Context: an optimization exercise on an open-source flow, tuned for small area. The choices shown serve that exercise and are no tape-out recipe. Only simulation tests tie the RTL to the original design; equivalence was not proved. Power and IR drop assume default switching activity.

$ cat flow/design.v
module axil_regfile_slave #(
  parameter int unsigned DATA_WIDTH = 32,
  parameter int unsigned ADDR_WIDTH = 32,
  parameter int unsigned NUM_REGS   = 32
) (
  input  logic                    ACLK,
  input  logic                    ARESETN,
  input  logic [ADDR_WIDTH-1:0]   AWADDR,
  input  logic                    AWVALID,
  output logic                    AWREADY,
  input  logic [DATA_WIDTH-1:0]   WDATA,
  input  logic [DATA_WIDTH/8-1:0] WSTRB,
  input  logic                    WVALID,
  output logic                    WREADY,
  output logic [1:0]              BRESP,
  output logic                    BVALID,
  input  logic                    BREADY,
  input  logic [ADDR_WIDTH-1:0]   ARADDR,
  input  logic                    ARVALID,
  output logic                    ARREADY,
  output logic [DATA_WIDTH-1:0]   RDATA,
  output logic [1:0]              RRESP,
  output logic                    RVALID,
  input  logic                    RREADY
);
  localparam int unsigned STRB_W = DATA_WIDTH / 8;
  localparam int unsigned LSB    = $clog2(STRB_W);
  localparam int unsigned IDX_W  = $clog2(NUM_REGS);
  localparam int unsigned HI     = LSB + IDX_W;
  localparam int unsigned RING_N = NUM_REGS / 2;
  localparam int unsigned PTR_W  = IDX_W - 1;
  logic [DATA_WIDTH-1:0] ring0_q [RING_N];
  logic [DATA_WIDTH-1:0] ring1_q [RING_N];
  logic [PTR_W-1:0]      ptr_q;
  logic                  sweep_q;
  logic                  bvalid_q, bslverr_q;
  logic                  rvalid_q, rslverr_q;
  logic [DATA_WIDTH-1:0] rdata_q;
  logic                  wr_ok, rd_ok, wr_at_head, rd_at_head, commit, ar_hs;
  logic [DATA_WIDTH-1:0] tail0, tail1;
  logic [STRB_W-1:0]     wen0, wen1, keep0, keep1;
  logic                  rd0, rd1;
  assign wr_ok      = (AWADDR >> HI) == '0;
  assign rd_ok      = (ARADDR >> HI) == '0;
  assign wr_at_head = AWADDR[LSB +: PTR_W] == ptr_q;
  assign rd_at_head = ARADDR[LSB +: PTR_W] == ptr_q;
  assign commit  = ARESETN && AWVALID && WVALID && !bvalid_q && (!wr_ok || wr_at_head);
  assign AWREADY = commit;
  assign WREADY  = commit;
  assign ARREADY = ARESETN && !rvalid_q && (!rd_ok || rd_at_head);
  assign ar_hs   = ARVALID && ARREADY;
  assign BVALID = bvalid_q;
  assign BRESP  = {bslverr_q, 1'b0};
  assign RVALID = rvalid_q;
  assign RRESP  = {rslverr_q, 1'b0};
  assign RDATA  = rdata_q;
  always_comb begin
    for (int b = 0; b < STRB_W; b++) begin
      wen0[b]  = commit && wr_ok && WSTRB[b] && !AWADDR[HI-1];
      wen1[b]  = commit && wr_ok && WSTRB[b] && AWADDR[HI-1];
      keep0[b] = !wen0[b] && !sweep_q;
      keep1[b] = !wen1[b] && !sweep_q;
      tail0[8*b +: 8] = (WDATA[8*b +: 8] & {8{wen0[b]}}) | (ring0_q[0][8*b +: 8] & {8{keep0[b]}});
      tail1[8*b +: 8] = (WDATA[8*b +: 8] & {8{wen1[b]}}) | (ring1_q[0][8*b +: 8] & {8{keep1[b]}});
    end
  end
  logic unused_lsbs;
  assign unused_lsbs = ^{AWADDR[LSB-1:0], ARADDR[LSB-1:0]};
  always_ff @(posedge ACLK) begin
    for (int i = 0; i < RING_N - 1; i++) begin
      ring0_q[i] <= ring0_q[i+1];
      ring1_q[i] <= ring1_q[i+1];
    end
    ring0_q[RING_N-1] <= tail0;
    ring1_q[RING_N-1] <= tail1;
  end
  always_ff @(posedge ACLK or negedge ARESETN) begin
    if (!ARESETN) begin
      ptr_q   <= '0;
      sweep_q <= 1'b1;
    end else begin
      ptr_q <= ptr_q + 1'b1;
      if (&ptr_q) sweep_q <= 1'b0;
    end
  end
  always_ff @(posedge ACLK or negedge ARESETN) begin
    if (!ARESETN) begin
      bvalid_q <= 1'b0;
      rvalid_q <= 1'b0;
    end else begin
      if (commit) bvalid_q <= 1'b1;
      else if (BREADY) bvalid_q <= 1'b0;
      if (ar_hs) rvalid_q <= 1'b1;
      else if (RREADY) rvalid_q <= 1'b0;
    end
  end
  assign rd0 = ar_hs && rd_ok && !sweep_q && !ARADDR[HI-1];
  assign rd1 = ar_hs && rd_ok && !sweep_q && ARADDR[HI-1];
  always_ff @(posedge ACLK) begin
    if (commit) bslverr_q <= !wr_ok;
    if (ar_hs) rslverr_q <= !rd_ok;
    rdata_q <= (ring0_q[0] & {DATA_WIDTH{rd0}}) | (ring1_q[0] & {DATA_WIDTH{rd1}})
             | (rdata_q & {DATA_WIDTH{!ar_hs}});
  end
endmodule
$ cat flow/flow/run.sh
#!/bin/bash
# Standard ORFS layout, with the smallest port buffers and a clock tree without dummy loads.
set -euo pipefail
export BUFFER_PORTS_ARGS="-buffer_cell sky130_fd_sc_hd__buf_1"
export CTS_ARGS="-sink_clustering_enable -repair_clock_nets -sink_clustering_size 21 -sink_clustering_max_diameter 60 -buf_list sky130_fd_sc_hd__clkbuf_8 -dont_use_dummy_load"
bash standard.sh finish > standard.log 2>&1
$ cat flow/standard.sh
#!/bin/bash
# synth_recipe.tcl (not shown) runs the flow's synth.tcl, then flattens the netlist and writes it again
# the make line also repeats each setting of config.mk as NAME=value (left out here)
make -C /OpenROAD-flow-scripts/flow DESIGN_CONFIG=/design/flow/config.mk WORK_HOME=/design/flow/orfs CLKGATE_MAP_FILE= SYNTH_SCRIPT=/design/flow/synth_recipe.tcl "${@:-finish}"
$ cat flow/config.mk
export PLATFORM = sky130hd
export DESIGN_NAME = axil_regfile_slave
export DESIGN_NICKNAME = axil_regfile_slave
export VERILOG_FILES = /design/flow/design.v
export SDC_FILE = /design/flow/constraint.sdc
export NUM_CORES = 4
export LEC_CHECK = 0
export CAP_MARGIN = 20
export CORE_MARGIN = 2
export CORE_UTILIZATION = 60
export SLEW_MARGIN = 20
$ cat flow/constraint.sdc
create_clock -name core_clock -period 10.0 [get_ports {ACLK}]
set_input_delay 2.0000 -clock core_clock [delete_from_list [all_inputs] [get_ports {ACLK}]]
set_output_delay 2.0000 -clock core_clock [all_outputs]
set_load 0.01 [all_outputs]
==> out/qor.yml, run 1 <==
nets: 1639
synth.cell_area_um2: 23700
power_density_nw_per_um2: 230
yosys_warnings: 3
period_minus_slack_ns: 5.70
fp.dieH_um: 203
startpoint_type: "input pin"
ctsResizeCount: 0
status: "timing/DRC/antenna clean"
yosysMostFrequentCell: "dfxtp_1"
relSlewSlack_pct: 45.5
cts-root-buf: "clkbuf_8"
p_clk_share_pct: 27.4
synth-edff-count: 2
swShare_pct: 19.1
synth.area.top_cells: "dfxtp_1, mux2_2, nor2b_1"
syn_to_final_growth_pct: 7.90
dp_hpwl_mm: 18.0
ant_nets: 0
fin_crit_sh_pct: 57.0
clock-sinks: 1065
drive_gt1_share_pct: 8.96
totalWireLength_mm: 30.2
worstReg2RegStart: "ptr_q[3]"
final_core_util_pct: 66.0
p_leak_uw: 0.0103
critical_path_required_ns: 8.00
vias: 9195
grt_max_degree: 48
grt_pass1_vias: 9008
post_drt_wl_per_cell_um: 14.8
dieWidth_um: 203
rows: 72
hold_viol: 0
cts_tree: "built"
r2r_setup_slack_ns: 7.39
firstDrtPassIters: 4
netlist.area_leader.share_pct: 89.0
worstPathMaxFanout: 9
insertion_delay_ns: 0.68
rsz0062_at_grt: "false"
synth_flop_cell: "dfxtp_1"
ioPinCount: 148
clk_path_buf_depth: 3
yosys.area.top_type: "dfxtp_1"
syn_inst: 1352
ys_seq_area_share_pct: 90.0
p_int_uw: 4770
track_usage_pct: 15.1
cap_violations: 0
cp-startpoint: "AWADDR[5]"
setup_viol: 0
hp-class: "reg2reg"
p_switching_uw: 1120
viasPerCell: 4.49
avgSynthCellArea_um2: 17.6
irDropWorstVdd_mv: 0.170
grt_pass1_wl_mm: 47.8
antenna_found_initial: 0
portBuffers: 141
cp.arrival_ns: 3.70
maxSlewViolCount: 0
drc_errors: 0
critPathKind: "in2out"
die_area_um2: 41200
p_comb_share_pct: 0.7
initial_utilization_pct: 61.2
cts_setup_buffers: 0
diodes: 0
core_um2: 38800
reg2reg_to: "ring1_q[15][2]"
seq_power_share_pct: 71.9
synth_cell_types: 37
final.fill_count: 2757
overflow: 0
ff2ff_path_depth: 4
fmax_mhz: 175
ys_ff_latch: 1065
end_kind: "output pin"
setup_tns_ns: 0
cts_hold_buf: 0
clock_skew_ns: 0.0342
synthArstFlopShare_pct: 0.657
worstMarginPinSlew_ns: 0.811
hold_depth: 0
endpoint: "WREADY"
cts_buffers: 57
gp_congestion: 0.689
clk_pin_slew_ns: 0.11
ys_top_cells_by_count: "dfxtp_1, mux2_2, nor2b_1"
cts.htree.levels: 2
dr.first_iter.drc_count: 272
==> power groups by stage <==
stage | logic [uW] | clock network, uW | registers [uW]
after floorplan | 16.6 | 0 | 4340
after global placement | 40.2 | 0 | 4340
after detailed placement | 41.1 | 0 | 4340
after CTS | 41.3 | 1700 | 4240
after global routing | 44.6 | 1850 | 4250
final | 40.7 | 1610 | 4240
==> flip-flops by register name (all words and copies together) (netlist names) <==
register and count:
rvalid_q 1, ring0_q 512, rslverr_q 1, sweep_q 1
ptr_q 4, ring1_q 512, rdata_q 32, bvalid_q 1
bslverr_q 1
==> layout by cell type (no fill, tap or decap), drive strengths merged, types with 2 or more instances in the layout <==
cell type	n
dfxtp	1056
nand4	10
clkbuf	58
and3	6
xor2	5
edfxtp	2
nand2	2
xnor2	5
buf	144
nor2	3
o2bb2ai	32
nor2b	64
nor4	11
conb	2
and4	3
mux2i	32
mux2	64
dfrtp	6
nor3	2
inv	5
nand3b	2
nor3b	4
==> layer usage <==
metal  wire [um]  track usage (%)
met5           0                0
met3        1230             3.61
met1       15700             22.3
met4         834             5.37
met2       12500             22.0
==> worst min path at each step <==
stage,startpoint,endpoint,slack (ns)
finish,ring0_q[8][27],ring0_q[7][27],0.31
global route,ring0_q[8][27],ring0_q[7][27],0.31
CTS,ring1_q[3][7],ring1_q[2][7],0.32
detailed placement,ring0_q[5][31],ring0_q[4][31],0.31
global placement,ring1_q[1][5],ring1_q[0][5],0.31
floorplan,ring0_q[1][0],ring0_q[0][0],0.31
==> critical path, cell delays in order <==
cell      delay, ns
buf_1          0.08
xor2_1         0.16
nor4_4         0.75
nand3b_1       0.26
and2_1         0.26
buf_1          0.17
==> cells by family (layout without fill, tap and decap cells) <==
| logic type | after synthesis | count (layout) | synth area share, % |
|---|---|---|---|
| DFF | 1065 | 1065 | 90.0 |
| and+or+nand+nor | 111 | 111 | 3.22 |
| muxes | 96 | 96 | 4.38 |
| other | 1 | 2 | 0.0158 |
| AOI/OAI and AO/OA | 37 | 37 | 1.34 |
| xor gates and xnor gates | 10 | 10 | 0.369 |
| adders and majority gates | 1 | 1 | 0.0527 |
| buffers and inverters | 31 | 207 | 0.585 |
==> final cells by class <==
type / count / area [um^2] / share of cell area [%]
Inverter: 5 / 18.8 / 0.0733
Sequential cell: 1065 / 21400 / 83.4
Multi-Input combinational cell: 257 / 2230 / 8.71
Timing Repair Buffer: 145 / 561 / 2.19
Tap cell: 518 / 648 / 2.53
Clock buffer: 57 / 785 / 3.06
==> stage by stage <==
stage | hold WS [ns] | std cells | worst slack [ns] | cell area (um^2) | total power, uW
finish | 0.309 | 2047 | 4.30 | 25600 | 5900
global route | 0.311 | 2047 | 4.21 | 25600 | 6140
detailed placement | 0.312 | 1990 | 4.28 | 24800 | 4380
floorplan | 0.310 | 1353 | 4.73 | 23700 | 4360
global placement | 0.310 | 1990 | 4.30 | 24800 | 4380
CTS | 0.318 | 2047 | 4.27 | 25600 | 5980
==> run 2, diff against run 1 <==
==> flow/flow/run.sh (replaced) <==
#!/bin/bash
# Standard ORFS layout with three changes:
#  - after the standard synthesis, flow/rewrite.py remaps two mux patterns of the netlist to
#    smaller AND-OR cells (flip-flops untouched); Yosys proves the result equivalent, and the
#    standard netlist is kept if the proof fails;
#  - the ports get the smallest buffer (buf_1);
#  - the clock tree uses clkbuf_8 clusters of 20 sinks and no dummy loads.
set -euo pipefail
export BUFFER_PORTS_ARGS="-buffer_cell sky130_fd_sc_hd__buf_1"
export CTS_ARGS="-sink_clustering_enable -repair_clock_nets -sink_clustering_size 20 -sink_clustering_max_diameter 60 -buf_list sky130_fd_sc_hd__clkbuf_8 -dont_use_dummy_load"
R=orfs/results/${FLOW_PLATFORM}/axil_regfile_slave/base
LIB=${FLOW_HOME}/platforms/${FLOW_PLATFORM}/lib/sky130_fd_sc_hd__tt_025C_1v80.lib

bash standard.sh synth > synth.log 2>&1

mkdir -p rw
cp $R/1_2_yosys.v rw/std.v
python3 flow/rewrite.py rw/std.v rw/rw.v > rewrite.log 2>&1
yosys -q -p "read_liberty -ignore_miss_func $LIB; write_verilog -noattr rw/cells_all.v" > cells.log 2>&1
python3 flow/cellmodels.py rw/cells_all.v rw/comb.v rw/seq.v >> cells.log 2>&1
if yosys -p "read_verilog rw/comb.v; read_verilog -lib rw/seq.v; \
    read_verilog rw/std.v; rename $FLOW_TOP gold; read_verilog rw/rw.v; rename $FLOW_TOP gate; \
    hierarchy -check; flatten gold gate; techmap; opt_clean; equiv_make gold gate equiv; \
    hierarchy -top equiv; equiv_simple -seq 0; equiv_status -assert" > equiv.log 2>&1; then
  echo "rewrite proven equivalent; using it" >> rewrite.log
  cp rw/rw.v $R/1_2_yosys.v
  rm -f $R/1_synth.odb $R/1_synth.sdc
  bash standard.sh synth > synth2.log 2>&1
else
  echo "rewrite not proven; keeping the standard netlist" >> rewrite.log
fi

bash standard.sh finish > standard.log 2>&1
==> flow/flow/cellmodels.py (new file) <==
#!/usr/bin/env python3
"""Split Yosys's write_verilog of the liberty (read_liberty) into combinational cell models
(comb.v) and port-only blackboxes of the sequential cells (seq.v), for the equivalence check.
usage: cellmodels.py CELLS_ALL.v COMB.v SEQ.v"""
import re, sys
mods = re.findall(r'(module .*?endmodule)', open(sys.argv[1]).read(), re.S)
is_seq = lambda m: 'always' in m or ' reg ' in m
open(sys.argv[2], 'w').write('\n'.join(m for m in mods if not is_seq(m)) + '\n')
bb = []
for m in mods:
    if is_seq(m):
        keep = [l for l in m.split('\n') if l.startswith(('module', 'endmodule'))
                or l.strip().startswith(('input', 'output', 'inout'))]
        bb.append('\n'.join(keep))
open(sys.argv[3], 'w').write('\n'.join(bb) + '\n')
==> flow/flow/rewrite.py (new file) <==
#!/usr/bin/env python3
"""Area rewrite of a Yosys-mapped sky130hd netlist (flip-flops untouched).

R1: mux2 whose one data input is nor2b(A=a, B_N=h) (= h & !a, used only there) and whose
    other data input is w becomes a22o(w, sel, h, keep), with the select and keep terms shared:
      A1 side:  X = S ? h&!a : w  ->  (w & !S) | (h & (S & !a))
      A0 side:  X = S ? w : h&!a  ->  (w & S)  | (h & (!S & !a))
R2: o2bb2ai(A1_N=q, A2_N=x, B1=y, B2=mux2i(h0, h1, s)) (= q&x | !y&(s?h1:h0)) becomes
    inv(a222oi(q, x, h0, !s&!y, h1, s&!y)), the two enable terms shared.
usage: rewrite.py IN.v OUT.v
"""
import re, sys

P = 'sky130_fd_sc_hd__'
OUTS = {'X', 'Y', 'Q', 'Q_N', 'HI', 'LO', 'COUT', 'SUM'}

txt = open(sys.argv[1]).read()
cells = []
for m in re.finditer(r'\n\s*(sky130_fd_sc_hd__\w+)\s+(\\\S+ |\S+)\s*\((.*?)\);', txt, re.S):
    pins = {p: n.strip() for p, n in re.findall(r'\.(\w+)\(([^()]*?)\)', m.group(3))}
    cells.append({'type': m.group(1), 'name': m.group(2).strip(), 'pins': pins,
                  'span': (m.start(), m.end())})
drv, loads = {}, {}
for c in cells:
    for p, n in c['pins'].items():
        if p in OUTS:
            drv[n] = c
        else:
            loads.setdefault(n, []).append(c)
ports = set()
for m in re.finditer(r'^\s*(output|input)\s+(\[[^\]]*\]\s*)?(\S+);', txt, re.M):
    ports.add(m.group(3))

def base(c):
    return re.sub(r'_\d+$', '', c['type'][len(P):])

def only_use(net, c):
    return len(loads.get(net, [])) == 1 and loads[net][0] is c and net.split('[')[0] not in ports

dead = set()
new = []
wires = []
shared = {}
uid = [0]

def fresh():
    uid[0] += 1
    return f'_rw{uid[0]}_'

def cell(typ, pins):
    n = fresh()
    new.append((P + typ, n, pins))
    return n

def net_of(key, typ, pins, out='Y'):
    if key not in shared:
        w = fresh()
        wires.append(w)
        cell(typ, {**pins, out: w})
        shared[key] = w
    return shared[key]

n1 = n2 = 0
for c in cells:
    if id(c) in dead:
        continue
    b = base(c)
    if b == 'mux2':
        S, A0, A1, X = (c['pins'][k] for k in ('S', 'A0', 'A1', 'X'))
        for side, dn, w in (('A1', A1, A0), ('A0', A0, A1)):
            d = drv.get(dn)
            if d is None or id(d) in dead or base(d) != 'nor2b' or not only_use(dn, c):
                continue
            a, h = d['pins']['A'], d['pins']['B_N']
            if side == 'A1':
                sel = net_of(('inv', S), 'inv_1', {'A': S})
                keep = net_of(('k1', S, a), 'nor2b_1', {'A': a, 'B_N': S})
            else:
                sel = S
                keep = net_of(('k0', S, a), 'nor2_1', {'A': S, 'B': a})
            cell('a22o_1', {'A1': w, 'A2': sel, 'B1': h, 'B2': keep, 'X': X})
            dead.add(id(c)); dead.add(id(d))
            n1 += 1
            break
    elif b == 'o2bb2ai':
        q, x, y, mb, Y = (c['pins'][k] for k in ('A1_N', 'A2_N', 'B1', 'B2', 'Y'))
        d = drv.get(mb)
        if d is None or id(d) in dead or base(d) != 'mux2i' or not only_use(mb, c):
            continue
        h0, h1, s = d['pins']['A0'], d['pins']['A1'], d['pins']['S']
        e0 = net_of(('e0', s, y), 'nor2_1', {'A': s, 'B': y})
        e1 = net_of(('e1', s, y), 'nor2b_1', {'A': y, 'B_N': s})
        yn = fresh(); wires.append(yn)
        cell('a222oi_1', {'A1': q, 'A2': x, 'B1': h0, 'B2': e0, 'C1': h1, 'C2': e1, 'Y': yn})
        cell('inv_1', {'A': yn, 'Y': Y})
        dead.add(id(c)); dead.add(id(d))
        n2 += 1

# Splice: drop dead cells, add the new ones and their wires before endmodule.
out, pos = [], 0
for c in cells:
    if id(c) in dead:
        out.append(txt[pos:c['span'][0]])
        pos = c['span'][1]
out.append(txt[pos:])
body = ''.join(out)
add = ''.join(f'  wire {w};\n' for w in wires)
for typ, n, pins in new:
    add += f'  {typ} {n} (\n' + ',\n'.join(f'    .{p}({v}{" " if v.startswith(chr(92)) else ""})' for p, v in pins.items()) + '\n  );\n'
i = body.rindex('endmodule')
body = body[:i] + add + body[i:]
open(sys.argv[2], 'w').write(body)
print(f'rewrite: {n1} mux2+nor2b -> a22o, {n2} o2bb2ai+mux2i -> a222oi+inv', file=sys.stderr)
--- a/flow/config.mk
+++ b/flow/config.mk
@@ -8,4 +8,4 @@
 export CAP_MARGIN = 20
 export CORE_MARGIN = 2
-export CORE_UTILIZATION = 60
+export CORE_UTILIZATION = 75
 export SLEW_MARGIN = 20
==> out/qor.yml, run 2 <==
critical-path-top-delay-family: "simple AND/OR/NAND/NOR gates"
cts_tree: "built"
gp_congestion: 0.767
fp.dieH_um: 180
cts.htree.levels: 2
ff2ff_path_depth: 6
viasPerCell: 4.92
insertion_delay_ns: 0.63
status: "timing/DRC/antenna clean"
worstPathMaxFanout: 9
maxSlewViolCount: 0
clk_path_buf_depth: 3
synth.cell_area_um2: 23200
dp_hpwl_mm: 21.1
core_um2: 30600
fmax_mhz: 174
mostFrequentLayoutCells: "dfxtp_1, buf_1, a22o_1"
cts_buffers: 59
startpoint_type: "input pin"
hold_depth: 0
setup_tns_ns: 0
firstDrtPassIters: 5
cp_num_cells: 6
p_leak_uw: 0.0102
ioPinCount: 148
clk_pin_slew_ns: 0.11
nets: 1615
slowest_stage: "nor4_4"
cap_violations: 0
cts-root-buf: "clkbuf_8"
avgSynthCellArea_um2: 17.5
end_kind: "output pin"
clock-sinks: 1065
crit_buf_inv: 2
reg_top3: "ring0_q: 512 flops, ring1_q: 512 flops, rdata_q: 32 flops"
worst_path_largest_cell_delay_ns: 0.74
path_cells: "buf_1 -> xor2_1 -> nor4_4 -> nand3b_1 -> and2_1 -> buf_1"
cts_setup_buffers: 0
critPathKind: "in2out"
syn_to_final_growth_pct: 7.49
vias: 9383
critPathMostFrequentCell: "buf_1"
hold_slack_ns: 0.269
track_usage_pct: 20.5
ctsResizeCount: 0
period_minus_slack_ns: 5.73
setup_viol: 0
yosys_warnings: 3
post_drt_wl_per_cell_um: 17.3
cts_hold_buf: 0
power_density_nw_per_um2: 237
overflow: 0
hold_viol: 0
syn_inst: 1329
relSlewSlack_pct: 36.2
irDropWorstVdd_mv: 0.174
rows: 64
hp-class: "reg2reg"
cp.arrival_ns: 3.73
critical_path_required_ns: 8.00
dieWidth_um: 180
final.fill_count: 1608
totalWireLength_mm: 33.0
drive_gt1_share_pct: 4.72
antenna_found_initial: 7
portBuffers: 141
worstMarginPinSlew_ns: 0.957
dr.first_iter.drc_count: 504
drc_errors: 0
clock_skew_ns: 0.0579
grt_pass1_wl_mm: 51.1
final_common_cell: "dfxtp_1"
grt_max_degree: 35
rsz0062_at_grt: "false"
grt_pass1_vias: 9653
ant_nets: 0
initial_utilization_pct: 76.0
die_area_um2: 32400
fin_crit_sh_pct: 57.3
run 2: path summary, 6_finish.rpt:
check / from / to / slack (ns)
min reg2reg: ring0_q[13][25] / ring0_q[12][25] / 0.27
min in group asynchronous: ARESETN / ptr_q[1] / 1.28
max reg2reg: ptr_q[2] / rdata_q[12] / 6.82
max: AWADDR[2] / AWREADY / 4.27
max in group asynchronous: ARESETN / sweep_q / 8.47
min: ring0_q[13][25] / ring0_q[12][25] / 0.27
run 2: routing by layer:
| metal | part of all wire, % | vias to the layer above | GRT usage [%] | wire [um] |
|---|---|---|---|---|
| met5 | 0.064 | - | 0 | 21 |
| met2 | 45 | 200 | 31.6 | 14900 |
| met3 | 5.3 | 76 | 4.81 | 1740 |
| li1 | - | 4618 | - | - |
| met1 | 47 | 4485 | 28.9 | 15500 |
| met4 | 2.6 | 4 | 7.68 | 869 |
run 2: stage by stage:
step / util [%] / std cells / total power, uW / instance area, um^2 / worst slack [ns]
floorplan: - / 1330 / 4350 / 23300 / 4.73
CTS: 81.6 / 1901 / 5950 / 25000 / 4.25
global route: 81.7 / 1905 / 6100 / 25000 / 4.18
global placement: 79.0 / 1842 / 4370 / 24200 / 4.33
detailed placement: 79.0 / 1842 / 4380 / 24200 / 4.29
finish: 81.7 / 1906 / 5910 / 25000 / 4.27
run 2: power by group:
| group | switching, uW | internal (uW) | leakage, uW | total (uW) |
|---|---|---|---|---|
| combinational | 22.2 | 14.4 | 0.00114 | 36.6 |
| clock | 1100 | 532 | 0.000424 | 1630 |
| sequential | 0.924 | 4240 | 0.00861 | 4240 |
run 2: final cells by class:
cell class,instances,area [um^2],area share (%)
Sequential cell,1065,21400,85.5
Clock buffer,59,812,3.25
Inverter,44,165,0.661
Timing Repair Buffer,142,537,2.15
Multi-Input combinational cell,195,1590,6.36
Tap cell,396,495,1.98
Antenna cell,5,12.5,0.0501
==> run 3, diff against run 2 <==
--- a/flow/config.mk
+++ b/flow/config.mk
@@ -8,4 +8,4 @@
 export CAP_MARGIN = 20
 export CORE_MARGIN = 2
-export CORE_UTILIZATION = 75
+export CORE_UTILIZATION = 60
 export SLEW_MARGIN = 20
==> out/qor.yml, run 3 <==
hold_depth: 0
antenna_found_initial: 4
relSlewSlack_pct: 34.1
setup_viol: 0
dieWidth_um: 201
cts_hold_buf: 0
vias: 9300
rows: 72
nets: 1616
drc_errors: 0
critPathKind: "in2out"
firstDrtPassIters: 7
worstMarginPinSlew_ns: 0.987
clk_path_buf_depth: 3
final_core_util_pct: 65.3
reg_top3: "ring0_q: 512 flops, ring1_q: 512 flops, rdata_q: 32 flops"
clock-sinks: 1065
cap_violations: 0
clock_skew_ns: 0.0557
syn_inst: 1329
viasPerCell: 4.59
track_usage_pct: 15.9
ioPinCount: 148
critPathMostFrequentCell: "buf_1"
synth.cell_area_um2: 23200
fmax_mhz: 178
overflow: 0
dp_hpwl_mm: 19.8
dr.first_iter.drc_count: 369
rsz0062_at_grt: "false"
place_ws_ns: 4.40
crit_buf_inv: 2
worstPathMaxFanout: 10
cts_setup_buffers: 0
syn_to_final_growth_pct: 8.13
drive_gt1_share_pct: 4.78
setup_tns_ns: 0
totalWireLength_mm: 31.6
hold_viol: 0
critical_path_required_ns: 8.00
cp_num_cells: 6
final_area_um2: 25100
post_drt_wl_per_cell_um: 15.6
fin_ws_ns: 4.40
final_common_cell: "dfxtp_1"
cp.arrival_ns: 3.60
power_density_nw_per_um2: 236
hp-class: "reg2reg"
status: "timing/DRC/antenna clean"
p_leak_uw: 0.0102
ctsResizeCount: 0
total_power_uw: 5930
cts_buffers: 59
ff2ff_path_depth: 6
slowest_stage: "and4_1"
irDropWorstVdd_mv: 0.153
ant_nets: 0
cts.htree.levels: 2
place_area_um2: 24300
grt_max_degree: 22
maxSlewViolCount: 0
fp.dieH_um: 201
core_um2: 38500
die_area_um2: 40300
insertion_delay_ns: 0.67
fin_crit_sh_pct: 56.0
grt_pass1_vias: 9081
critical-path-top-delay-family: "simple AND/OR/NAND/NOR gates"
avgSynthCellArea_um2: 17.5
initial_utilization_pct: 60.4
period_minus_slack_ns: 5.60
cts_tree: "built"
end_kind: "output pin"
grt_pass1_wl_mm: 49.1
portBuffers: 141
worst_path_largest_cell_delay_ns: 0.68
startpoint_type: "input pin"
cts-root-buf: "clkbuf_8"
gp_congestion: 0.705
mostFrequentLayoutCells: "dfxtp_1, buf_1, a22o_1"
path_cells: "buf_1 -> nor4_1 -> and4_1 -> nand3b_1 -> and2_1 -> buf_1"
clk_pin_slew_ns: 0.10
yosys_warnings: 3
==> run 3: cell types whose count changed in the layout (fill, tap and decap cells not counted), sizes merged <==
cell / previous run / this run
buf: 142 / 143
diode: 5 / 1
==> run 3: metrics by stage <==
step                hold slack, ns  instances
floorplan                    0.310       1330
global placement             0.310       1965
detailed placement           0.312       1965
CTS                          0.265       2024
global route                 0.265       2024
finish                       0.263       2025
==> run 3: worst reg2reg max path, stage by stage (launching register included) <==
cell and delay (ns):
dfrtp_1 0.46, xnor2_1 0.20, and4_1 0.39, nand4_1 0.81, nor2_1 1.04, a222oi_1 0.22, inv_1 0.08
==> run 3: worst paths after layout <==
check	from	end	slack [ns]
hold reg to reg	ring0_q[11][24]	ring0_q[10][24]	0.26
setup reg to reg	ptr_q[3]	rdata_q[9]	6.73
setup / recovery	AWADDR[10]	AWREADY	4.40
max in group asynchronous	ARESETN	bvalid_q	8.07
hold / removal	ring0_q[11][24]	ring0_q[10][24]	0.26
min in group asynchronous	ARESETN	ptr_q[3]	1.40
==> run 3: area by class of cell <==
cell class                 instances  area [um^2]
sequential                      1065        21400
fill                            2803        13300
multi-input combinational        195         1590
clock buffer                      59          812
tap                              518          648
timing repair buffer             143          544
inverter                          44          165
antenna                            1         2.50
==> run 3: where the power goes <==
| part | switching, uW | internal, uW | total (uW) |
|---|---|---|---|
| Sequential | 0.685 | 4240 | 4240 |
| Clock | 1110 | 531 | 1650 |
| Combinational | 22.5 | 14.6 | 37.1 |
| Total | 1140 | 4790 | 5930 |
==> run 3: layer usage <==
metal,global-route usage [%],part of all wire (%)
met5,0,0.13
met3,4.98,6.0
met2,23.0,41
met1,22.7,50
met4,5.93,2.9
==> run 4, diff against run 3 <==
--- a/flow/flow/rewrite.py
+++ b/flow/flow/rewrite.py
@@ -34,4 +34,12 @@
 def base(c):
     return re.sub(r'_\d+$', '', c['type'][len(P):])
+
+def root(net):
+    """The net before any chain of plain buffers (the layout flow removes those anyway)."""
+    seen = 0
+    while net in drv and base(drv[net]) in ('buf', 'clkbuf') and seen < 16:
+        net = drv[net]['pins']['A']
+        seen += 1
+    return net
 
 def only_use(net, c):
@@ -72,5 +80,5 @@
             if d is None or id(d) in dead or base(d) != 'nor2b' or not only_use(dn, c):
                 continue
-            a, h = d['pins']['A'], d['pins']['B_N']
+            a, h, S = root(d['pins']['A']), d['pins']['B_N'], root(S)
             if side == 'A1':
                 sel = net_of(('inv', S), 'inv_1', {'A': S})
@@ -88,5 +96,6 @@
         if d is None or id(d) in dead or base(d) != 'mux2i' or not only_use(mb, c):
             continue
-        h0, h1, s = d['pins']['A0'], d['pins']['A1'], d['pins']['S']
+        h0, h1, s = d['pins']['A0'], d['pins']['A1'], root(d['pins']['S'])
+        y = root(y)
         e0 = net_of(('e0', s, y), 'nor2_1', {'A': s, 'B': y})
         e1 = net_of(('e1', s, y), 'nor2b_1', {'A': y, 'B_N': s})
==> out/qor.yml, run 4 <==
mostFrequentLayoutCells: "dfxtp_1, buf_1, a22o_1"
critPathMostFrequentCell: "buf_1"
nets: 1594
post_drt_wl_per_cell_um: 15.6
setup_viol: 0
hold_viol: 0
critPathKind: "in2out"
end_kind: "output pin"
clock_skew_ns: 0.0318
cts_hold_buf: 0
cp.arrival_ns: 3.73
clk_pin_slew_ns: 0.11
status: "timing/DRC/antenna clean"
clk_path_buf_depth: 3
gp_congestion: 0.704
rows: 71
p_leak_uw: 0.0101
cts_setup_buffers: 0
rsz0062_at_grt: "false"
ant_nets: 0
syn_to_final_growth_pct: 8.41
worstPathMaxFanout: 9
antenna_found_initial: 2
slowest_stage: "nor4_4"
viasPerCell: 4.61
maxSlewViolCount: 0
worst_path_largest_cell_delay_ns: 0.81
portBuffers: 141
grt_pass1_vias: 8935
dr.first_iter.drc_count: 510
grt_pass1_wl_mm: 48.8
hp-class: "reg2reg"
totalWireLength_mm: 31.1
insertion_delay_ns: 0.65
critical_path_required_ns: 8.00
ctsResizeCount: 0
irDropWorstVdd_mv: 0.169
grt_max_degree: 35
dp_cells: 1936
avgSynthCellArea_um2: 17.8
dp_hpwl_mm: 18.8
period_minus_slack_ns: 5.73
worstMarginPinSlew_ns: 1.09
finalNonFillerCells: 1996
initial_utilization_pct: 61.1
cap_violations: 0
cts_buffers: 59
core_um2: 37800
setup_tns_ns: 0
power_density_nw_per_um2: 236
cts_tree: "built"
synth.cell_area_um2: 23100
syn_inst: 1296
clock-sinks: 1065
fin_crit_sh_pct: 57.3
startpoint_type: "input pin"
final_common_cell: "dfxtp_1"
relSlewSlack_pct: 27.6
fmax_mhz: 175
vias: 9205
ioPinCount: 148
firstDrtPassIters: 6
cts-root-buf: "clkbuf_8"
overflow: 0
path_cells: "buf_1 -> xor2_1 -> nor4_4 -> nand3b_1 -> and2_1 -> buf_1"
drc_errors: 0
drive_gt1_share_pct: 5.05
die_area_um2: 40100
yosys_warnings: 3
dieWidth_um: 200
track_usage_pct: 15.8
fp.dieH_um: 200
cts.htree.levels: 2
reg_top3: "ring0_q: 512 flops, ring1_q: 512 flops, rdata_q: 32 flops"
[run 4: changes by cell type in the layout (fill, tap and decap cells not counted)]
cell / previous run / this run
nor2b_4: 0 / 1
nor2_1: 10 / 3
nor2_4: 0 / 1
nor2b_1: 26 / 8
buf_4: 2 / 3
[run 4: area by class of cell]
cell class                 instances  area (um^2)
inverter                          44          165
clock buffer                      59          812
multi-input combinational        172         1480
antenna                            1         2.50
tap                              511          639
sequential                      1065        21400
fill                            2750        12700
timing repair buffer             144          552
[run 4: worst max-delay path, delay by kind of cell]
family,cells,cell delay (ns)
and+or+nand+nor,3,1.31
buffers and inverters,2,0.25
xor gates and xnor gates,1,0.16
[run 4: path summary, 6_finish.rpt]
kind	depth (start not counted)	from	end	slack (ns)
worst max-delay path	6	AWADDR[5]	WREADY	4.27
worst min-delay path	0	ring1_q[5][24]	ring1_q[4][24]	0.29
worst max register to register	5	ptr_q[3]	ring1_q[15][18]	7.51
worst min register to register	0	ring1_q[5][24]	ring1_q[4][24]	0.29
max in group asynchronous	2	ARESETN	sweep_q	8.52
min in group asynchronous	2	ARESETN	ptr_q[1]	1.24
[run 4: power breakdown]
| group | internal [uW] | switching [uW] |
|---|---|---|
| sequential | 4240 | 0.777 |
| clock | 532 | 1110 |
| combinational | 14.2 | 21.2 |
[run 4: stage by stage]
stage / instance area [um^2] / hold WS (ns) / utilization [%] / worst slack [ns] / power, uW
global route: 25000 / 0.292 / 66.3 / 4.20 / 6150
finish: 25000 / 0.292 / 66.3 / 4.27 / 5920
floorplan: 23100 / 0.310 / - / 4.73 / 4350
CTS: 25000 / 0.293 / 66.3 / 4.25 / 5990
detailed placement: 24200 / 0.312 / 64.1 / 4.25 / 4380
global placement: 24200 / 0.310 / 64.1 / 4.26 / 4370
[run 4: metal layers]
layer  track usage (%)  up-vias  part of all wire, %
met4              6.58        2                  2.9
li1                  -     4546                    -
met2              22.8      163                   41
met5                 0        -                0.032
met1              23.2     4430                   51
met3              3.55       64                  4.9
==> run 5, diff against run 4 <==
--- a/flow/flow/run.sh
+++ b/flow/flow/run.sh
@@ -5,8 +5,8 @@
 #    standard netlist is kept if the proof fails;
 #  - the ports get the smallest buffer (buf_1);
-#  - the clock tree uses clkbuf_8 clusters of 20 sinks and no dummy loads.
+#  - the clock tree uses clkbuf_8 clusters of 21 sinks and no dummy loads.
 set -euo pipefail
 export BUFFER_PORTS_ARGS="-buffer_cell sky130_fd_sc_hd__buf_1"
-export CTS_ARGS="-sink_clustering_enable -repair_clock_nets -sink_clustering_size 20 -sink_clustering_max_diameter 60 -buf_list sky130_fd_sc_hd__clkbuf_8 -dont_use_dummy_load"
+export CTS_ARGS="-sink_clustering_enable -repair_clock_nets -sink_clustering_size 21 -sink_clustering_max_diameter 60 -buf_list sky130_fd_sc_hd__clkbuf_8 -dont_use_dummy_load"
 R=orfs/results/${FLOW_PLATFORM}/axil_regfile_slave/base
 LIB=${FLOW_HOME}/platforms/${FLOW_PLATFORM}/lib/sky130_fd_sc_hd__tt_025C_1v80.lib
--- a/flow/flow/rewrite.py
+++ b/flow/flow/rewrite.py
@@ -92,7 +92,10 @@
             break
     elif b == 'o2bb2ai':
-        q, x, y, mb, Y = (c['pins'][k] for k in ('A1_N', 'A2_N', 'B1', 'B2', 'Y'))
-        d = drv.get(mb)
-        if d is None or id(d) in dead or base(d) != 'mux2i' or not only_use(mb, c):
+        q, x, Y = (c['pins'][k] for k in ('A1_N', 'A2_N', 'Y'))
+        for y, mb in ((c['pins']['B1'], c['pins']['B2']), (c['pins']['B2'], c['pins']['B1'])):
+            d = drv.get(mb)
+            if d is not None and id(d) not in dead and base(d) == 'mux2i' and only_use(mb, c):
+                break
+        else:
             continue
         h0, h1, s = d['pins']['A0'], d['pins']['A1'], root(d['pins']['S'])
==> out/qor.yml, run 5 <==
ioPinCount: 148
reg2reg_to: "ring0_q[15][18]"
firstDrtPassIters: 6
final_core_util_pct: 66.2
cp-startpoint: "AWADDR[5]"
path_cells: "buf_1 -> xor2_1 -> nor4_4 -> nand3b_1 -> and2_1 -> buf_1"
startpoint_type: "input pin"
period_minus_slack_ns: 5.41
synth.cell_area_um2: 23100
cts_setup_buffers: 0
clock-sinks: 1065
ctsResizeCount: 0
cts_buffers: 57
worst_path_largest_cell_delay_ns: 0.63
worstReg2RegStart: "ptr_q[3]"
clk_pin_slew_ns: 0.11
cts.htree.levels: 2
dieWidth_um: 200
cts-root-buf: "clkbuf_8"
irDropWorstVdd_mv: 0.168
setup_viol: 0
fp.dieH_um: 200
slowest_stage: "nor4_4"
avgSynthCellArea_um2: 17.8
drc_errors: 0
hold_slack_ns: 0.287
total_power_uw: 5900
drive_gt1_share_pct: 4.99
diodes: 0
post_drt_wl_per_cell_um: 15.5
r2r_setup_slack_ns: 7.53
relSlewSlack_pct: 42.7
final_common_cell: "dfxtp_1"
insertion_delay_ns: 0.67
mostFrequentLayoutCells: "dfxtp_1, buf_1, a22o_1"
final_area_um2: 25000
worstPathMaxFanout: 9
status: "timing/DRC/antenna clean"
dr.first_iter.drc_count: 422
ff2ff_path_depth: 5
nets: 1593
die_area_um2: 40000
overflow: 0
cap_violations: 0
totalWireLength_mm: 30.8
cp_num_cells: 6
place_area_um2: 24200
core_um2: 37800
critical-path-top-delay-family: "simple AND/OR/NAND/NOR gates"
cts_hold_buf: 0
register_area_um2: 21400
clock_skew_ns: 0.0603
clk_path_buf_depth: 3
crit_buf_inv: 2
critPathMostFrequentCell: "buf_1"
hp-class: "reg2reg"
grt_pass1_vias: 8649
maxSlewViolCount: 0
multi_input_area_um2: 1470
vias: 9162
fmax_mhz: 185
hold_viol: 0
hold_depth: 0
cp.arrival_ns: 3.41
syn_inst: 1294
power_density_nw_per_um2: 236
rsz0062_at_grt: "false"
initial_utilization_pct: 61.1
fin_crit_sh_pct: 54.1
cts_tree: "built"
yosys_warnings: 3
grt_pass1_wl_mm: 46.9
critPathKind: "in2out"
viasPerCell: 4.59
antenna_found_initial: 0
worstMarginPinSlew_ns: 0.858
final.fill_count: 2702
dp_hpwl_mm: 18.5
end_kind: "output pin"
ant_nets: 0
setup_tns_ns: 0
rows: 71
p_leak_uw: 0.0101
syn_to_final_growth_pct: 8.35
portBuffers: 141
endpoint: "WREADY"
reg_top3: "ring0_q: 512 flops, ring1_q: 512 flops, rdata_q: 32 flops"
critical_path_required_ns: 8.00
track_usage_pct: 15.7
gp_congestion: 0.732
grt_max_degree: 33
[run 5: cell count changes in the layout (fill, tap and decap cells not counted)]
cell / previous run / this run
buf_4: 3 / 4
mux2i_1: 1 / 0
diode_2: 1 / 0
o2bb2ai_1: 1 / 0
inv_1: 44 / 45
a222oi_1: 31 / 32
clkbuf_8: 59 / 57
[run 5: how the worst min path moves through the flow]
stage                     end  slack, ns           start
4_1_cts        ring0_q[3][16]       0.29  ring0_q[4][16]
3_5_place_dp   ring0_q[0][24]       0.31  ring0_q[1][24]
2_1_floorplan   ring0_q[0][0]       0.31   ring0_q[1][0]
3_3_place_gp   ring0_q[14][0]       0.31  ring0_q[15][0]
6_report       ring0_q[11][2]       0.29  ring0_q[12][2]
5_1_grt        ring1_q[12][2]       0.29  ring1_q[13][2]
[run 5: through the flow]
stage | cells | setup WS [ns]
detailed placement | 1937 | 4.56
finish | 1994 | 4.59
floorplan | 1295 | 4.73
CTS | 1994 | 4.55
global route | 1994 | 4.38
global placement | 1937 | 4.57
[run 5: cell type report]
cell class                      instances  share of cell area [%]
Multi-Input combinational cell        171                    5.87
Clock buffer                           57                    3.14
Tap cell                              511                    2.56
Sequential cell                      1065                    85.5
Timing Repair Buffer                  145                    2.24
Inverter                               45                   0.676
[run 5: metal layers]
| layer | track usage, % | part of all wire, % | up-vias |
|---|---|---|---|
| met1 | 23.9 | 53 | 4355 |
| met4 | 5.40 | 2.3 | 0 |
| met5 | 0 | 0 | - |
| met3 | 4.10 | 6.1 | 57 |
| li1 | - | - | 4556 |
| met2 | 21.7 | 39 | 194 |
[run 5: where the power goes]
group / switching [uW] / internal [uW] / total [uW]
clock network: 1100 / 515 / 1620
logic: 21.9 / 14.4 / 36.3
registers: 0.646 / 4240 / 4240
==> run 6, diff against run 5 <==
--- a/flow/flow/rewrite.py
+++ b/flow/flow/rewrite.py
@@ -69,4 +69,40 @@
     return shared[key]
 
+def leaf_loads(net, bufs):
+    """(cell, net) for every load of net, looking through plain buffers (collected in bufs)."""
+    out = []
+    for l in loads.get(net, []):
+        if base(l) in ('buf', 'clkbuf'):
+            bufs.append(l)
+            out += leaf_loads(l['pins']['X'], bufs)
+        else:
+            out.append((l, net))
+    return out
+
+def r1_match(c):
+    """For a mux2 that R1 rewrites: (side, nor2b cell, other data net), else None."""
+    for side, dn, w in (('A1', c['pins']['A1'], c['pins']['A0']), ('A0', c['pins']['A0'], c['pins']['A1'])):
+        d = drv.get(dn)
+        if d is not None and base(d) == 'nor2b' and only_use(dn, c):
+            return side, d, w
+    return None
+
+# R1 on the A1 side needs the select's complement. When the select is a nand4 that feeds only
+# such muxes, an and4 of the same inputs gives it directly and the nand4 goes.
+r1 = {id(c): r1_match(c) for c in cells if base(c) == 'mux2'}
+pos_sel = {}
+for c in cells:
+    m = r1.get(id(c))
+    if not m or m[0] != 'A1':
+        continue
+    S = root(c['pins']['S'])
+    if S in pos_sel or S not in drv or base(drv[S]) != 'nand4' or S.split('[')[0] in ports:
+        continue
+    bufs = []
+    ll = leaf_loads(S, bufs)
+    if all(base(l) == 'mux2' and r1.get(id(l)) and r1[id(l)][0] == 'A1' and l['pins']['S'] == n
+           for l, n in ll):
+        pos_sel[S] = (drv[S], bufs)
+
 n1 = n2 = 0
 for c in cells:
@@ -81,5 +117,12 @@
                 continue
             a, h, S = root(d['pins']['A']), d['pins']['B_N'], root(S)
-            if side == 'A1':
+            if side == 'A1' and S in pos_sel:
+                nd, bufs = pos_sel[S]
+                sel = net_of(('and', S), 'and4_1', {k: nd['pins'][k] for k in 'ABCD'}, out='X')
+                keep = net_of(('k0p', sel, a), 'nor2_1', {'A': sel, 'B': a})
+                dead.add(id(nd))
+                for bf in bufs:
+                    dead.add(id(bf))
+            elif side == 'A1':
                 sel = net_of(('inv', S), 'inv_1', {'A': S})
                 keep = net_of(('k1', S, a), 'nor2b_1', {'A': a, 'B_N': S})
==> out/qor.yml, run 6 <==
yosys_warnings: 3
clk_pin_slew_ns: 0.11
slowest_stage: "nor4_4"
drive_gt1_share_pct: 4.54
clk_path_buf_depth: 3
dp_hpwl_mm: 18.7
worst_path_largest_cell_delay_ns: 0.64
setup_viol: 0
vias: 9125
cts_buffers: 57
r2r_setup_slack_ns: 7.08
period_minus_slack_ns: 5.45
end_kind: "output pin"
setup_tns_ns: 0
antenna_found_initial: 2
nets: 1586
path_cells: "buf_1 -> xor2_1 -> nor4_4 -> nand3b_1 -> and2_1 -> buf_1"
grt_pass1_vias: 8842
startpoint_type: "input pin"
total_power_uw: 5890
critical_path_required_ns: 8.00
track_usage_pct: 15.8
multi_input_area_um2: 1420
totalWireLength_mm: 30.7
firstDrtPassIters: 5
core_um2: 37700
reg_top3: "ring0_q: 512 flops, ring1_q: 512 flops, rdata_q: 32 flops"
worstMarginPinSlew_ns: 0.837
hp-class: "reg2reg"
cts_hold_buf: 0
maxSlewViolCount: 0
final_core_util_pct: 66.2
cp.arrival_ns: 3.45
cts_tree: "built"
p_leak_uw: 0.0100
dr.first_iter.drc_count: 491
grt_max_degree: 33
cts.htree.levels: 2
die_area_um2: 39900
synth.cell_area_um2: 23000
syn_to_final_growth_pct: 8.43
worstPathMaxFanout: 9
ant_nets: 0
grt_pass1_wl_mm: 46.8
post_drt_wl_per_cell_um: 15.4
power_density_nw_per_um2: 236
cts-root-buf: "clkbuf_8"
clock-sinks: 1065
ioPinCount: 148
rows: 71
clock_skew_ns: 0.0594
fin_crit_sh_pct: 54.5
critPathKind: "in2out"
initial_utilization_pct: 61.0
rsz0062_at_grt: "false"
fmax_mhz: 183
irDropWorstVdd_mv: 0.150
syn_inst: 1286
relSlewSlack_pct: 44.0
drc_errors: 0
mostFrequentLayoutCells: "dfxtp_1, buf_1, a22o_1"
viasPerCell: 4.59
status: "timing/DRC/antenna clean"
hold_viol: 0
ctsResizeCount: 0
register_area_um2: 21400
cap_violations: 0
gp_congestion: 0.699
overflow: 0
fp.dieH_um: 200
critPathMostFrequentCell: "buf_1"
dieWidth_um: 200
cts_setup_buffers: 0
insertion_delay_ns: 0.66
portBuffers: 141
final.fill_count: 2719
avgSynthCellArea_um2: 17.9
final_common_cell: "dfxtp_1"
==> run 6: layout make-up <==
type | instances | area share, %
inverters | 37 | 0.557
multi-input cells | 171 | 5.68
clock buffers | 57 | 3.15
diodes | 1 | 0.0100
well taps | 511 | 2.57
flip-flops and latches | 1065 | 85.8
repair buffers | 146 | 2.27
==> run 6: critical path, delay by kind of cell <==
family / cells / cell delay [ns]
simple gates: 3 / 1.04
buf+inv: 2 / 0.24
xor+xnor: 1 / 0.16
==> run 6: worst paths after layout <==
kind / to / depth (start not counted) / start
max: AWREADY / 6 / AWADDR[5]
min: ring1_q[14][26] / 0 / ring1_q[15][26]
max reg2reg: ring1_q[15][12] / 5 / ptr_q[3]
min reg2reg: ring1_q[14][26] / 0 / ring1_q[15][26]
max in group asynchronous: sweep_q / 2 / ARESETN
min in group asynchronous: ptr_q[2] / 2 / ARESETN
==> run 6: power by group <==
group          switching [uW]  internal (uW)  leakage [uW]  total, uW
clock                    1090            515      0.000410       1610
combinational            19.9           14.4      0.000988       34.3
sequential              0.822           4240       0.00861       4240
total                    1120           4770        0.0100       5890
==> run 6: metrics by stage <==
| step | hold slack [ns] | setup WS (ns) | std cells | cell area (um^2) |
|---|---|---|---|---|
| 6_report | 0.265 | 4.55 | 1988 | 24900 |
| 5_1_grt | 0.254 | 4.47 | 1988 | 24900 |
| 4_1_cts | 0.266 | 4.53 | 1987 | 24900 |
| 3_5_place_dp | 0.312 | 4.53 | 1930 | 24100 |
| 3_3_place_gp | 0.309 | 4.55 | 1930 | 24100 |
| 2_1_floorplan | 0.310 | 4.97 | 1287 | 23000 |
==> run 6: routing by layer <==
layer | global-route usage, % | part of all wire, % | vias up | wire (um)
met2 | 23.9 | 43 | 192 | 13100
met4 | 4.94 | 2.0 | 0 | 606
li1 | - | - | 4541 | -
met3 | 4.15 | 5.8 | 54 | 1780
met1 | 22.4 | 50 | 4338 | 15200
met5 | 0 | 0 | - | 0
==> run 7, diff against run 6 <==
--- a/flow/flow/run.sh
+++ b/flow/flow/run.sh
@@ -8,5 +8,5 @@
 set -euo pipefail
 export BUFFER_PORTS_ARGS="-buffer_cell sky130_fd_sc_hd__buf_1"
-export CTS_ARGS="-sink_clustering_enable -repair_clock_nets -sink_clustering_size 21 -sink_clustering_max_diameter 60 -buf_list sky130_fd_sc_hd__clkbuf_8 -dont_use_dummy_load"
+export CTS_ARGS="-sink_clustering_enable -repair_clock_nets -sink_clustering_size 24 -sink_clustering_max_diameter 35 -buf_list sky130_fd_sc_hd__clkbuf_8 -dont_use_dummy_load"
 R=orfs/results/${FLOW_PLATFORM}/axil_regfile_slave/base
 LIB=${FLOW_HOME}/platforms/${FLOW_PLATFORM}/lib/sky130_fd_sc_hd__tt_025C_1v80.lib
==> out/qor.yml, run 7 <==
status: "timing/DRC/antenna clean"
insertion_delay_ns: 0.68
drc_errors: 0
drive_gt1_share_pct: 7.79
setup_tns_ns: 0
highest_layer: "met4"
clock-sinks: 1065
gp_congestion: 0.699
syn_to_final_growth_pct: 11.5
core_um2: 37700
maxSlewViolCount: 0
power_density_nw_per_um2: 251
met2_length_mm: 13.7
cp.arrival_ns: 3.45
period_minus_slack_ns: 5.45
ant_nets: 0
fmax_mhz: 184
ctsResizeCount: 0
fp.dieH_um: 200
reg2reg_to: "ring1_q[15][9]"
viasPerCell: 4.61
relSlewSlack_pct: 40.8
clk_pin_slew_ns: 0.12
yosys_warnings: 3
cts_hold_buf: 0
irDropWorstVdd_mv: 0.135
cts.htree.levels: 3
totalWireLength_mm: 31.4
grt_pass1_vias: 9449
final_common_cell: "dfxtp_1"
overflow: 0
hp-class: "reg2reg"
cts_setup_buffers: 0
end_kind: "output pin"
initial_utilization_pct: 61.0
clock_skew_ns: 0.0936
cts_tree: "built"
worstPathMaxFanout: 9
critical_path_required_ns: 8.00
hold_depth: 0
cap_violations: 0
nets: 1638
ioPinCount: 148
rows: 71
critPathKind: "in2out"
grt_pass1_wl_mm: 48.3
post_drt_wl_per_cell_um: 15.4
cts-root-buf: "clkbuf_8"
setup_viol: 0
rsz0062_at_grt: "false"
cts_buffers: 109
reg_top3: "ring0_q: 512 flops, ring1_q: 512 flops, rdata_q: 32 flops"
track_usage_pct: 16.2
vias: 9414
clk_path_buf_depth: 3
worstReg2RegStart: "ptr_q[3]"
antenna_found_initial: 2
firstDrtPassIters: 7
dp_hpwl_mm: 18.7
fin_crit_sh_pct: 54.5
r2r_setup_slack_ns: 7.16
worstMarginPinSlew_ns: 0.885
hold_viol: 0
dr.first_iter.drc_count: 464
dieWidth_um: 200
hold_slack_ns: 0.268
p_leak_uw: 0.0104
wirelength_met1_mm: 15.6
startpoint_type: "input pin"
ff2ff_path_depth: 5
mostFrequentLayoutCells: "dfxtp_1, buf_1, clkbuf_8"
min_to: "ring0_q[11][12]"
hp-start: "ring0_q[12][12]"
portBuffers: 141
syn_inst: 1286
wl_met3_mm: 1.50
grt_max_degree: 33
die_area_um2: 39900
synth.cell_area_um2: 23000
avgSynthCellArea_um2: 17.9
## run 7: power by group
part,internal [uW],switching (uW)
Clock,964,1200
Combinational,14.4,19.8
Sequential,4240,0.823
Total,5220,1220
## run 7: worst max-delay path by stage
stage               startpoint       to  slack, ns
global route         AWADDR[5]  AWREADY       4.47
CTS                  AWADDR[5]  AWREADY       4.53
floorplan            AWADDR[5]   WREADY       4.97
finish               AWADDR[5]  AWREADY       4.55
global placement     AWADDR[5]  AWREADY       4.55
detailed placement   AWADDR[5]  AWREADY       4.53
## run 7: final cells by class
type / instances / area, um^2
Tap cell: 511 / 639
Antenna cell: 1 / 2.50
Timing Repair Buffer: 146 / 567
Inverter: 37 / 139
Fill cell: 2671 / 12000
Multi-Input combinational cell: 171 / 1420
Sequential cell: 1065 / 21400
Clock buffer: 109 / 1500
## run 7: metrics by stage
stage	util, %	std cells	setup slack [ns]	total power, uW	cell area [um^2]
detailed placement	64.1	1930	4.53	4370	24100
global route	68.1	2040	4.47	6690	25600
global placement	64.1	1930	4.55	4370	24100
CTS	68.1	2039	4.53	6530	25600
finish	68.1	2040	4.55	6440	25600
floorplan	-	1287	4.97	4350	23000
## run 7: critical path, cell delays in order
cell and delay [ns]:
buf_1 0.08, xor2_1 0.16, nor4_4 0.64, nand3b_1 0.21
and2_1 0.19, buf_1 0.16
## run 7: routing by layer
metal  vias to the layer above  track usage (%)
met5                         -                0
met4                         0             6.94
met3                        58             4.52
met2                       201             24.3
met1                      4516             22.4
li1                       4639                -
==> run 8, diff against run 7 <==
--- a/flow/flow/run.sh
+++ b/flow/flow/run.sh
@@ -5,8 +5,8 @@
 #    standard netlist is kept if the proof fails;
 #  - the ports get the smallest buffer (buf_1);
-#  - the clock tree uses clkbuf_8 clusters of 21 sinks and no dummy loads.
+#  - the clock tree uses clkbuf_8 clusters of 22 sinks and no dummy loads.
 set -euo pipefail
 export BUFFER_PORTS_ARGS="-buffer_cell sky130_fd_sc_hd__buf_1"
-export CTS_ARGS="-sink_clustering_enable -repair_clock_nets -sink_clustering_size 24 -sink_clustering_max_diameter 35 -buf_list sky130_fd_sc_hd__clkbuf_8 -dont_use_dummy_load"
+export CTS_ARGS="-sink_clustering_enable -repair_clock_nets -sink_clustering_size 22 -sink_clustering_max_diameter 80 -buf_list sky130_fd_sc_hd__clkbuf_8 -dont_use_dummy_load"
 R=orfs/results/${FLOW_PLATFORM}/axil_regfile_slave/base
 LIB=${FLOW_HOME}/platforms/${FLOW_PLATFORM}/lib/sky130_fd_sc_hd__tt_025C_1v80.lib
==> out/qor.yml, run 8 <==
hp-class: "reg2reg"
yosys_warnings: 3
dp_hpwl_mm: 18.7
gp_congestion: 0.699
initial_utilization_pct: 61.0
worstMarginPinSlew_ns: 0.869
fmax_mhz: 184
dp_cells: 1930
crit_buf_inv: 2
track_usage_pct: 15.7
worst_path_largest_cell_delay_ns: 0.64
end_kind: "output pin"
period_minus_slack_ns: 5.44
startpoint_type: "input pin"
syn_inst: 1286
clock-sinks: 1065
cp.arrival_ns: 3.44
critPathMostFrequentCell: "buf_1"
synth.cell_area_um2: 23000
setup_tns_ns: 0
critical-path-top-delay-family: "simple AND/OR/NAND/NOR gates"
ant_nets: 0
viasPerCell: 4.59
final.fill_count: 2717
grt_max_degree: 33
die_area_um2: 39900
portBuffers: 141
finalNonFillerCells: 1985
critPathKind: "in2out"
cts-root-buf: "clkbuf_8"
ioPinCount: 148
ctsResizeCount: 0
maxSlewViolCount: 0
setup_viol: 0
drc_errors: 0
endpoint: "AWREADY"
cp_num_cells: 6
power_density_nw_per_um2: 235
cts_setup_buffers: 0
insertion_delay_ns: 0.67
post_drt_wl_per_cell_um: 15.4
rsz0062_at_grt: "false"
cap_violations: 0
core_um2: 37700
clk_path_buf_depth: 3
cts_buffers: 54
nets: 1583
final_common_cell: "dfxtp_1"
p_leak_uw: 0.00998
antenna_found_initial: 2
clock_skew_ns: 0.0619
dr.first_iter.drc_count: 516
mostFrequentLayoutCells: "dfxtp_1, buf_1, a22o_1"
critical_path_required_ns: 8.00
rows: 71
vias: 9120
path_cells: "buf_1 -> xor2_1 -> nor4_4 -> nand3b_1 -> and2_1 -> buf_1"
reg2reg_to: "ring1_q[15][12]"
hold_viol: 0
grt_pass1_vias: 8875
cts_tree: "built"
overflow: 0
grt_pass1_wl_mm: 46.8
syn_to_final_growth_pct: 8.25
worstReg2RegStart: "ptr_q[0]"
status: "timing/DRC/antenna clean"
relSlewSlack_pct: 41.9
reg_top3: "ring0_q: 512 flops, ring1_q: 512 flops, rdata_q: 32 flops"
slowest_stage: "nor4_4"
cts_hold_buf: 0
r2r_setup_slack_ns: 7.13
cts.htree.levels: 2
drive_gt1_share_pct: 4.34
worstPathMaxFanout: 9
fin_crit_sh_pct: 54.4
avgSynthCellArea_um2: 17.9
irDropWorstVdd_mv: 0.162
cp-startpoint: "AWADDR[5]"
fp.dieH_um: 200
ff2ff_path_depth: 5
firstDrtPassIters: 6
totalWireLength_mm: 30.6
clk_pin_slew_ns: 0.12
dieWidth_um: 200
-- run 8: where the power goes --
group | switching [uW] | internal [uW]
registers | 0.824 | 4240
clock network | 1090 | 490
logic | 19.9 | 14.4
total | 1110 | 4750
-- run 8: routing by layer --
| layer | GRT usage [%] | wire length (um) | up-vias |
|---|---|---|---|
| li1 | - | - | 4531 |
| met1 | 22.5 | 15400 | 4348 |
| met2 | 23.8 | 13100 | 195 |
| met3 | 4.15 | 1570 | 46 |
| met4 | 4.77 | 554 | 0 |
| met5 | 0 | 0 | - |
-- run 8: layout make-up --
| type | count | area, um^2 | area share, % |
|---|---|---|---|
| antenna | 1 | 2.50 | 0.0101 |
| tap | 511 | 639 | 2.57 |
| multi-input combinational | 171 | 1420 | 5.69 |
| sequential | 1065 | 21400 | 85.9 |
| inverter | 37 | 139 | 0.558 |
| timing repair buffer | 146 | 567 | 2.28 |
| clock buffer | 54 | 743 | 2.99 |
-- run 8: worst min-delay path by stage --
stage                   startpoint        endpoint  slack (ns)  cells after the start
floorplan            ring0_q[1][0]   ring0_q[0][0]        0.31                      0
global placement    ring1_q[11][6]  ring1_q[10][6]        0.31                      0
detailed placement  ring0_q[1][30]  ring0_q[0][30]        0.31                      0
CTS                 ring1_q[7][24]  ring1_q[6][24]        0.27                      0
global route        ring1_q[7][24]  ring1_q[6][24]        0.27                      0
finish              ring1_q[7][24]  ring1_q[6][24]        0.27                      0
-- run 8: through the flow --
step                      total power (uW)  instance area (um^2)  hold WS (ns)  setup slack [ns]  utilization (%)
after floorplan                       4350                 23000         0.310              4.97                -
after global placement                4370                 24100         0.309              4.55             64.1
after detailed placement              4370                 24100         0.312              4.53             64.1
after CTS                             5930                 24900         0.273              4.53             66.1
after global routing                  6090                 24900         0.273              4.47             66.1
final                                 5860                 24900         0.270              4.56             66.1
==> run 9, diff against run 8 <==
--- a/flow/flow/run.sh
+++ b/flow/flow/run.sh
@@ -8,5 +8,5 @@
 set -euo pipefail
 export BUFFER_PORTS_ARGS="-buffer_cell sky130_fd_sc_hd__buf_1"
-export CTS_ARGS="-sink_clustering_enable -repair_clock_nets -sink_clustering_size 22 -sink_clustering_max_diameter 80 -buf_list sky130_fd_sc_hd__clkbuf_8 -dont_use_dummy_load"
+export CTS_ARGS="-sink_clustering_enable -repair_clock_nets -sink_clustering_size 22 -sink_clustering_max_diameter 60 -buf_list sky130_fd_sc_hd__clkbuf_8 -dont_use_dummy_load"
 R=orfs/results/${FLOW_PLATFORM}/axil_regfile_slave/base
 LIB=${FLOW_HOME}/platforms/${FLOW_PLATFORM}/lib/sky130_fd_sc_hd__tt_025C_1v80.lib
==> out/qor.yml, run 9 <==
status: "timing/DRC/antenna clean"
critPathKind: "in2out"
crit_buf_inv: 2
clock_skew_ns: 0.0379
critical_path_required_ns: 8.00
yosys_warnings: 3
post_drt_wl_per_cell_um: 15.5
dr.first_iter.drc_count: 501
power_density_nw_per_um2: 236
slowest_stage: "nor4_4"
viasPerCell: 4.60
place_ws_ns: 4.53
drc_errors: 0
initial_utilization_pct: 61.0
cts.htree.levels: 2
nets: 1583
vias: 9126
track_usage_pct: 15.8
totalWireLength_mm: 30.7
setup_viol: 0
hold_viol: 0
dieWidth_um: 200
maxSlewViolCount: 0
firstDrtPassIters: 5
setup_tns_ns: 0
cp.arrival_ns: 3.43
syn_inst: 1286
reg_top3: "ring0_q: 512 flops, ring1_q: 512 flops, rdata_q: 32 flops"
dp_hpwl_mm: 18.7
cts-root-buf: "clkbuf_8"
worstPathMaxFanout: 9
ant_nets: 0
synth.cell_area_um2: 23000
irDropWorstVdd_mv: 0.164
drive_gt1_share_pct: 4.34
fin_crit_sh_pct: 54.3
mostFrequentLayoutCells: "dfxtp_1, buf_1, a22o_1"
period_minus_slack_ns: 5.43
path_cells: "buf_1 -> xor2_1 -> nor4_4 -> nand3b_1 -> and2_1 -> buf_1"
portBuffers: 141
ctsResizeCount: 0
syn_to_final_growth_pct: 8.25
final_common_cell: "dfxtp_1"
critPathMostFrequentCell: "buf_1"
fp.dieH_um: 200
relSlewSlack_pct: 42.1
p_leak_uw: 0.00998
cts_hold_buf: 0
cts_setup_buffers: 0
cts_buffers: 54
gp_congestion: 0.699
insertion_delay_ns: 0.67
startpoint_type: "input pin"
ioPinCount: 148
die_area_um2: 39900
clk_pin_slew_ns: 0.12
grt_pass1_wl_mm: 46.9
end_kind: "output pin"
grt_max_degree: 33
avgSynthCellArea_um2: 17.9
fin_ws_ns: 4.57
overflow: 0
rsz0062_at_grt: "false"
worstMarginPinSlew_ns: 0.866
rows: 71
cts_tree: "built"
cap_violations: 0
clock-sinks: 1065
hp-class: "reg2reg"
antenna_found_initial: 2
fmax_mhz: 184
critical-path-top-delay-family: "simple AND/OR/NAND/NOR gates"
total_power_uw: 5860
core_um2: 37700
clk_path_buf_depth: 3
worst_path_largest_cell_delay_ns: 0.63
grt_pass1_vias: 8838
[run 9: area by class of cell]
cell class | instances | area (um^2)
flip-flops and latches | 1065 | 21400
well taps | 511 | 639
fillers | 2722 | 12800
clock buffers | 54 | 743
inverters | 37 | 139
repair buffers | 146 | 567
multi-input cells | 171 | 1420
diodes | 1 | 2.50
[run 9: final timing paths]
| path | startpoint | endpoint | slack, ns | cells past startpoint |
|---|---|---|---|---|
| min | ring0_q[8][29] | ring0_q[7][29] | 0.30 | 0 |
| max reg2reg | ptr_q[3] | ring1_q[15][11] | 7.17 | 5 |
| min reg2reg | ring0_q[8][29] | ring0_q[7][29] | 0.30 | 0 |
| min in group asynchronous | ARESETN | ptr_q[0] | 1.24 | 2 |
| max | AWADDR[5] | AWREADY | 4.57 | 6 |
| max in group asynchronous | ARESETN | sweep_q | 8.52 | 2 |
[run 9: routing by layer]
| metal | GRT usage (%) | vias up | wire length, um |
|---|---|---|---|
| met5 | 0 | - | 0 |
| met4 | 5.24 | 0 | 689 |
| met2 | 23.6 | 190 | 13000 |
| met1 | 22.7 | 4348 | 15400 |
| li1 | - | 4534 | - |
| met3 | 3.93 | 54 | 1580 |
[run 9: power by group]
part | switching (uW) | internal [uW] | total (uW) | leakage, uW
logic | 19.7 | 14.4 | 34.1 | 0.000988
clock network | 1100 | 490 | 1590 | 0.000388
registers | 0.829 | 4240 | 4240 | 0.00861
total | 1120 | 4750 | 5860 | 0.00998
[run 9: metrics by stage]
step	std cells	cell area, um^2	hold WS [ns]	util [%]
3_3_place_gp	1930	24100	0.309	64.1
6_report	1985	24900	0.303	66.1
2_1_floorplan	1287	23000	0.310	-
5_1_grt	1985	24900	0.315	66.1
3_5_place_dp	1930	24100	0.312	64.1
4_1_cts	1984	24900	0.309	66.1

-- separate check: timing with driven ports --
How much do the figures lean on ideal ports? The routed layouts below were timed once more, with nothing changed but the port constraints.
Step 1 sets driving cells, clkbuf_16 on the clock port and buf_2 on the other inputs (assumed; they add their load-dependent delay and slew).
Step 2 times the ports against the registers' clock, not the clock port: input delays grow and output delays shrink by t, the midpoint of the rising clock arrivals with the driver on.
Slacks: ideal / step 1 / step 2; pairs: ideal / step 1.
| run | shift t [ns] | setup slack, ns | hold slack, ns | worst register clock-pin slew, ns | worst data-port slew with drivers (ns) |
|---|---|---|---|---|---|
| run 1 | 0.702 | 4.302 / 4.282 / 4.282 | 0.309 / 0.309 / 0.309 | 0.12 / 0.12 | 0.10 |
| run 2 | 0.652 | 4.268 / 4.247 / 4.247 | 0.269 / 0.269 / 0.269 | 0.12 / 0.12 | 0.09 |
| run 3 | 0.700 | 4.396 / 4.375 / 4.375 | 0.263 / 0.263 / 0.263 | 0.11 / 0.11 | 0.09 |
| run 4 | 0.689 | 4.272 / 4.252 / 4.252 | 0.292 / 0.292 / 0.292 | 0.11 / 0.11 | 0.12 |
| run 5 | 0.690 | 4.588 / 4.565 / 4.565 | 0.287 / 0.287 / 0.287 | 0.12 / 0.12 | 0.06 |
| run 6 | 0.681 | 4.549 / 4.528 / 4.528 | 0.265 / 0.265 / 0.265 | 0.12 / 0.12 | 0.08 |
| run 7 | 0.686 | 4.552 / 4.531 / 4.531 | 0.268 / 0.268 / 0.268 | 0.12 / 0.12 | 0.08 |
| run 8 | 0.688 | 4.556 / 4.535 / 4.535 | 0.270 / 0.270 / 0.270 | 0.12 / 0.12 | 0.08 |
| run 9 | 0.699 | 4.567 / 4.546 / 4.546 | 0.303 / 0.303 / 0.303 | 0.12 / 0.12 | 0.08 |
After both steps every run listed still meets setup and hold. For run 5, which loses most, drivers alone change the setup slack by -0.023 ns; drivers and shift together by -0.023 ns.
